Context: an optimization exercise on an open-source flow, tuned for small area, a short achievable clock period and few clock cycles per item. The choices shown serve that exercise and are no tape-out recipe.
The RTL was checked by simulation tests, not by an equivalence proof against the original design.
Power figures rest on the tool's default switching activity, not on a simulated workload.

job 101:
Design cla_mp_add_seq, start of the top module:
module cla_mp_add_seq #(
    parameter int NUM_WORDS = 4
) (
    input  logic                                 clk,
    input  logic                                 rst,
    input  logic                                 in_valid,
    output logic                                 in_ready,
    input  logic [NUM_WORDS*cla_pkg::WORD_W-1:0] in_a,
    input  logic [NUM_WORDS*cla_pkg::WORD_W-1:0] in_b,
    input  logic                                 in_cin,
    input  logic                                 in_sub,
    output logic                                 out_valid,
    input  logic                                 out_ready,
    output logic [NUM_WORDS*cla_pkg::WORD_W-1:0] out_sum,
    output logic                                 out_cout,
    output logic                                 out_ovf,
    output logic                                 busy
);
For scale: about 260 flip-flops, about 780 I/O pins.
clock: 10.0 ns
lec_check: 0
abc_area: 1
cap_margin: 20
core_aspect_ratio: 0.4
core_margin: 2
core_utilization: 50
cts_buf_list: sky130_fd_sc_hd__clkbuf_4
setup_slack_margin: 5
slew_margin: 20
standard.sh (not shown) runs the stock make flow with config.mk's settings and CLKGATE_MAP_FILE= SYNTH_SCRIPT=/design/flow/synth_recipe.tcl, a recipe that flattens the netlist after the stock synthesis.
==> flow/flow/run.sh <==
#!/bin/bash
# Layout flow: the standard ORFS flow, with the port buffers inserted as the smallest buffer
# (repair_design and repair_timing still resize them where timing needs it).
set -euo pipefail
export BUFFER_PORTS_ARGS="-buffer_cell sky130_fd_sc_hd__buf_1"
bash standard.sh > standard_flow.log 2>&1
Testbench counts of job 101, summed over its fixed seeds: cycles 1,608, items 1,600.
What job 102 does differently from job 101 at the input level:
--- a/flow/config.mk
+++ b/flow/config.mk
@@ -9,5 +9,4 @@
 export CAP_MARGIN = 20
-export CORE_ASPECT_RATIO = 0.4
 export CORE_MARGIN = 2
-export CORE_UTILIZATION = 50
+export CORE_UTILIZATION = 40
 export CTS_BUF_LIST = sky130_fd_sc_hd__clkbuf_4
## What came out
- The final layouts of job 101 and job 102 pass the timing, DRC and antenna checks.
- Core utilization sits lower in job 102 than in job 101.
- Diff job 101 -> job 102: count of clock buffers in the final design shows an increase of 5, sum of buffers and inverters on the critical path now smaller.
- On sequential cell count, job 101 and job 102 are basically level.
Inputs modified between job 102 and job 103:
--- a/flow/config.mk
+++ b/flow/config.mk
@@ -9,4 +9,5 @@
 export CAP_MARGIN = 20
+export CORE_ASPECT_RATIO = 0.3
 export CORE_MARGIN = 2
-export CORE_UTILIZATION = 40
+export CORE_UTILIZATION = 60
 export CTS_BUF_LIST = sky130_fd_sc_hd__clkbuf_4
## What came out
Diff job 102 -> job 103: total routed wirelength dropped 19 mm, count of different cell masters after synthesis now sits at about the same level, clock-buffer cell count decreased 11, count of buffers not belonging to the clock network in the layout level.
Compared with job 102, critical path depth in job 103 decreased by a few percent.
Cell area ends up higher on job 102.
When the final numbers for job 102 and job 103 were put side by side, the wire length of the first global-routing pass turned out to be smaller in job 103.
No stage failed in job 103, and the final checks on the layout all came back clean.
On total number of vias, job 102 loses to job 103.
Compared to job 102, job 103 was floorplanned on a smaller die.
Job 103 vs. job 102: internal power shows a reduction of about 3.7%, clock power shows a reduction of about 10%.
Here is what was changed in the inputs of job 104 compared with job 103.
--- a/flow/config.mk
+++ b/flow/config.mk
@@ -9,6 +9,8 @@
 export CAP_MARGIN = 20
-export CORE_ASPECT_RATIO = 0.3
+export CORE_ASPECT_RATIO = 0.4
 export CORE_MARGIN = 2
-export CORE_UTILIZATION = 60
-export CTS_BUF_LIST = sky130_fd_sc_hd__clkbuf_4
+export CORE_UTILIZATION = 50
+export CTS_BUF_LIST = sky130_fd_sc_hd__clkbuf_4 sky130_fd_sc_hd__clkbuf_8
+export CTS_CLUSTER_DIAMETER = 60
+export CTS_CLUSTER_SIZE = 12
 export SETUP_SLACK_MARGIN = 5
==> comparison <==
- Changes observed in job 104 relative to job 103: fraction of area in multi-input gates increased 0.33 points, total internal power shows a reduction of about 5.6%, sum of buffers and inverters on the critical path decreased 1, arrival time reported for the critical path endpoint moved down.
#### Input delta (job 105 over job 104)
--- a/flow/config.mk
+++ b/flow/config.mk
@@ -9,8 +9,5 @@
 export CAP_MARGIN = 20
-export CORE_ASPECT_RATIO = 0.4
 export CORE_MARGIN = 2
-export CORE_UTILIZATION = 50
+export CORE_UTILIZATION = 40
 export CTS_BUF_LIST = sky130_fd_sc_hd__clkbuf_4 sky130_fd_sc_hd__clkbuf_8
-export CTS_CLUSTER_DIAMETER = 60
-export CTS_CLUSTER_SIZE = 12
 export SETUP_SLACK_MARGIN = 5
[summary]
Going from job 104 to job 105, global-route wire length before repair rose by 19%; critical path depth rose by 2; final critical-path required period rose by 0.076 ns; die area rose by 24%.
Area of the core region: job 105 > job 104
Relative to job 104, share of the clock period used by the worst path increased by 0.76 points in job 105.
In the metrics for job 104 and job 105, the one carrying the lower well tap count is job 104.


cla_mp_add_seq again, from the RTL that the note above started with.
==> flow/config.mk <==
export PLATFORM = sky130hd
export DESIGN_NAME = cla_mp_add_seq
export DESIGN_NICKNAME = cla_mp_add_seq
export VERILOG_FILES = /design/flow/design.v
export SDC_FILE = /design/flow/constraint.sdc
export NUM_CORES = 4
export LEC_CHECK = 0
export ABC_AREA = 1
export CAP_MARGIN = 20
export CORE_ASPECT_RATIO = 0.4
export CORE_MARGIN = 2
export CORE_UTILIZATION = 50
export CTS_BUF_LIST = sky130_fd_sc_hd__clkbuf_4
export SLEW_MARGIN = 20
==> flow/constraint.sdc <==
create_clock -name core_clock -period 10.0 [get_ports {clk}]
set_input_delay 2.0000 -clock core_clock [delete_from_list [all_inputs] [get_ports {clk}]]
set_output_delay 2.0000 -clock core_clock [all_outputs]
set_load 0.01 [all_outputs]
==> flow/flow/run.sh <==
#!/bin/bash
# Layout flow: the standard ORFS flow, with the port buffers inserted as the smallest buffer
# (repair_design and repair_timing still resize them where timing needs it).
set -euo pipefail
export BUFFER_PORTS_ARGS="-buffer_cell sky130_fd_sc_hd__buf_1"
export SETUP_SLACK_MARGIN=5.4
bash standard.sh > standard_flow.log 2>&1
The first run completed with no timing, DRC or antenna violations.
Testbench counts at the start, summed over its fixed seeds: cycles 1,608, items 1,600.
Edit:
--- a/flow/flow/run.sh
+++ b/flow/flow/run.sh
@@ -5,3 +5,2 @@
 export BUFFER_PORTS_ARGS="-buffer_cell sky130_fd_sc_hd__buf_1"
-export SETUP_SLACK_MARGIN=5.4
 bash standard.sh > standard_flow.log 2>&1
Settings changed: CAP_MARGIN 20 to 5, CTS_BUF_LIST sky130_fd_sc_hd__clkbuf_4 to sky130_fd_sc_hd__clkbuf_4 sky130_fd_sc_hd__clkbuf_8, CTS_CLUSTER_DIAMETER set to 60, CTS_CLUSTER_SIZE set to 12, SETUP_SLACK_MARGIN set to 5, SLEW_MARGIN 20 to 5.
What happened: Critical path depth went down by 1; clock skew came out lower by 0.0088 ns; die area does not change; worst setup slack got worse by 0.098 ns; clock power drops by 29%.


Setup of job 5789:
Another version of the RTL of cla_mp_add_seq (not shown whole).
Size in the first run: ~2400 cells after synthesis, ~260 flip-flops, ~780 I/O pins, about 22000 um2 of cells after synthesis.
make LEC_CHECK=0 ABC_AREA=1 CAP_MARGIN=20 CORE_MARGIN=2 CORE_UTILIZATION=40 SETUP_SLACK_MARGIN=5 SLEW_MARGIN=20 finish   # period 10.0 ns
run.sh (not shown) runs the stock make flow with config.mk's settings and CLKGATE_MAP_FILE= SYNTH_SCRIPT=/design/flow/synth_recipe.tcl, a recipe that flattens the netlist after the stock synthesis.
Stock flow here: none of the scripts above is used.
Per the final summary, job 5789 finished and its layout is clean on timing, DRC and antenna.
Testbench counts of job 5789, summed over its fixed seeds: cycles 1,608, items 1,600.
[inputs] job 4677 vs job 5789
# job 5789
export LEC_CHECK = 0
export ABC_AREA = 1
export CAP_MARGIN = 20
export CORE_MARGIN = 2
export CORE_UTILIZATION = 40
export SETUP_SLACK_MARGIN = 5
export SLEW_MARGIN = 20
create_clock -name core_clock -period 10.0 [get_ports {clk}]
# job 4677
export LEC_CHECK = 0
export ABC_AREA = 1
export CAP_MARGIN = 20
export CORE_MARGIN = 2
export CORE_UTILIZATION = 65
export CTS_BUF_LIST = sky130_fd_sc_hd__clkbuf_4 sky130_fd_sc_hd__clkbuf_8
export SETUP_SLACK_MARGIN = 5
export SLEW_MARGIN = 20
create_clock -name core_clock -period 10.0 [get_ports {clk}]
==> flow/flow/run.sh (new file) <==
#!/bin/bash
# Layout flow: the standard ORFS flow, with the port buffers inserted as the smallest buffer
# (repair_design and repair_timing still resize them where timing needs it).
set -euo pipefail
export BUFFER_PORTS_ARGS="-buffer_cell sky130_fd_sc_hd__buf_1"
bash standard.sh > standard_flow.log 2>&1
==> flow/standard.sh (new file) <==
#!/bin/bash
# synth_recipe.tcl (not shown) runs the flow's synth.tcl, then flattens the netlist and writes it again
# the make line also repeats each setting of config.mk as NAME=value (left out here)
make -C /OpenROAD-flow-scripts/flow DESIGN_CONFIG=/design/flow/config.mk WORK_HOME=/design/flow/orfs CLKGATE_MAP_FILE= SYNTH_SCRIPT=/design/flow/synth_recipe.tcl "${@:-finish}"
removed: flow/run.sh
What ended job 4677 was a tool error in I/O pin placement (3_2_place_iop); the run never finished.
The die extent in y of job 4677 is lower than that of job 5789.
Summary of the comparison: initial core utilization is higher in job 4677, relative to job 5789.
Gate count of the mapped netlist: job 4677 vs job 5789 identical
> inputs changed (job 4677 -> job 8411)
# job 4677
export LEC_CHECK = 0
export ABC_AREA = 1
export CAP_MARGIN = 20
export CORE_MARGIN = 2
export CORE_UTILIZATION = 65
export CTS_BUF_LIST = sky130_fd_sc_hd__clkbuf_4 sky130_fd_sc_hd__clkbuf_8
export SETUP_SLACK_MARGIN = 5
export SLEW_MARGIN = 20
create_clock -name core_clock -period 10.0 [get_ports {clk}]
# job 8411
export LEC_CHECK = 0
export ABC_AREA = 1
export CAP_MARGIN = 20
export CORE_MARGIN = 2
export CORE_UTILIZATION = 40
export CTS_BUF_LIST = sky130_fd_sc_hd__clkbuf_4 sky130_fd_sc_hd__clkbuf_8
export SETUP_SLACK_MARGIN = 5
export SLEW_MARGIN = 20
create_clock -name core_clock -period 10.0 [get_ports {clk}]
==> flow/run.sh (new file) <==
#!/bin/bash
# synth_recipe.tcl (not shown) runs the flow's synth.tcl, then flattens the netlist and writes it again
# the make line also repeats each setting of config.mk as NAME=value (left out here)
make -C /OpenROAD-flow-scripts/flow DESIGN_CONFIG=/design/flow/config.mk WORK_HOME=/design/flow/orfs CLKGATE_MAP_FILE= SYNTH_SCRIPT=/design/flow/synth_recipe.tcl finish
removed: flow/flow/run.sh
removed: flow/standard.sh
[summary]
- Per the final summary, job 8411 finished and its layout is clean on timing, DRC and antenna.
- Compared with job 4677, job 8411 shows a lower initial cell density of the core.
- Compare job 4677 and job 8411 | die extent in y higher: job 8411
- Comparing job 4677 and job 8411, the lower die width was measured on job 4677.
Input-level comparison between job 4124 and job 8411:
# job 8411
export LEC_CHECK = 0
export ABC_AREA = 1
export CAP_MARGIN = 20
export CORE_MARGIN = 2
export CORE_UTILIZATION = 40
export CTS_BUF_LIST = sky130_fd_sc_hd__clkbuf_4 sky130_fd_sc_hd__clkbuf_8
export SETUP_SLACK_MARGIN = 5
export SLEW_MARGIN = 20
create_clock -name core_clock -period 10.0 [get_ports {clk}]
# job 4124
export LEC_CHECK = 0
export ABC_AREA = 1
export CAP_MARGIN = 20
export CORE_MARGIN = 2
export CORE_UTILIZATION = 65
export CTS_BUF_LIST = sky130_fd_sc_hd__clkbuf_4 sky130_fd_sc_hd__clkbuf_8
export SETUP_SLACK_MARGIN = 5
export SLEW_MARGIN = 20
create_clock -name core_clock -period 10.0 [get_ports {clk}]
Job 4124 never completed, since it errored out during I/O pin placement (3_2_place_iop).
Comparing job 8411 with job 4124, the number of flops mapped to enable cells by yosys came out essentially unchanged.
Area share of fa/ha/maj cells after synthesis: job 4124 vs job 8411 — no meaningful difference
Re number of different library cells in the post-synthesis netlist: no difference whatsoever between job 4124 and job 8411.
In terms of number of nets produced by synthesis, job 4124 and job 8411 differ only marginally.
Re synthesized cell count: no difference whatsoever between job 4124 and job 8411.
Average cell area after synthesis delta (job 8411 -> job 4124): insignificant
On chip width, the higher figure sits with job 8411, not job 4124.
When job 4124 is measured against job 8411, its starting density of the core turns out 26 points higher.
Re number of cell rows: job 4124 and job 8411 aren't equal, and the lower value belongs to job 4124.
Post-synthesis instance area: job 8411 vs job 4124 identical
Height of the chip, job 4124 and job 8411: larger value in job 8411
### job 4124 -> job 7448
# job 4124
export LEC_CHECK = 0
export ABC_AREA = 1
export CAP_MARGIN = 20
export CORE_MARGIN = 2
export CORE_UTILIZATION = 65
export CTS_BUF_LIST = sky130_fd_sc_hd__clkbuf_4 sky130_fd_sc_hd__clkbuf_8
export SETUP_SLACK_MARGIN = 5
export SLEW_MARGIN = 20
create_clock -name core_clock -period 10.0 [get_ports {clk}]
# job 7448
export LEC_CHECK = 0
export ABC_AREA = 1
export CAP_MARGIN = 20
export CORE_MARGIN = 2
export CORE_UTILIZATION = 40
export SLEW_MARGIN = 20
create_clock -name core_clock -period 10.0 [get_ports {clk}]
==> comparison <==
Job 4124 → job 7448: cell area after synthesis did not really move; overall die height rose 27%; standard-cell row count now larger; adder and majority gate portion of the synthesized area barely changed; die width +about 27%.
Synthesized cell count: job 4124 vs job 7448, no meaningful difference
Job 7448 ended with every stage complete and zero timing, DRC or antenna violations.
Flow for job 4124 halted at I/O pin placement (3_2_place_iop), error code PPL-0024.

re-timing with driven ports:
The results above use ideal ports. As a check the final layouts listed here were re-extracted and re-timed, cells and wires unchanged.
Step 1: set_driving_cell puts a clkbuf_16 on clk and a buf_2 on each other input, an assumption about the parent block.
Step 2 times the ports against the registers' clock, not the clock port: input delays grow and output delays shrink by t, the midpoint of the rising clock arrivals with the driver on.
Three values: no drivers, after step 1, after step 2; two values: the first two.
run | t, ns | slack for setup (ns) | worst setup path at the end | worst register clock-pin slew, ns | pins driven straight from the clock port
job 101 | 0.808 | 5.225 / 5.152 / 4.344 | input to register | 0.08 / 0.08 | 1
job 102 | 0.831 | 5.182 / 5.141 / 4.310 | input to register | 0.08 / 0.08 | 1
job 103 | 0.795 | 5.170 / 5.115 / 4.320 | input to register | 0.10 / 0.10 | 1
job 104 | 0.637 | 5.183 / 5.057 / 4.420 | input to register | 0.10 / 0.10 | 1
job 105 | 0.673 | 5.108 / 5.034 / 4.361 | input to register | 0.07 / 0.07 | 1
the first run of note 2 | 0.822 | 5.282 / 5.180 / 4.358 | input to register | 0.08 / 0.08 | 1
the second run of note 2 | 0.637 | 5.183 / 5.057 / 4.420 | input to register | 0.10 / 0.10 | 1
job 5789 | 0.602 | 5.006 / 4.677 / 4.075 | input to register | 0.06 / 0.06 | 1
job 8411 | 0.702 | 5.009 / 4.854 / 4.152 | input to register | 0.07 / 0.07 | 1
job 7448 | 0.599 | 3.676 / 3.684 / 3.085 | input to register | 0.06 / 0.06 | 1
After both steps every run listed still meets setup and hold. For job 5789, which loses most, drivers alone change the setup slack by -0.329 ns; drivers and shift together by -0.931 ns.
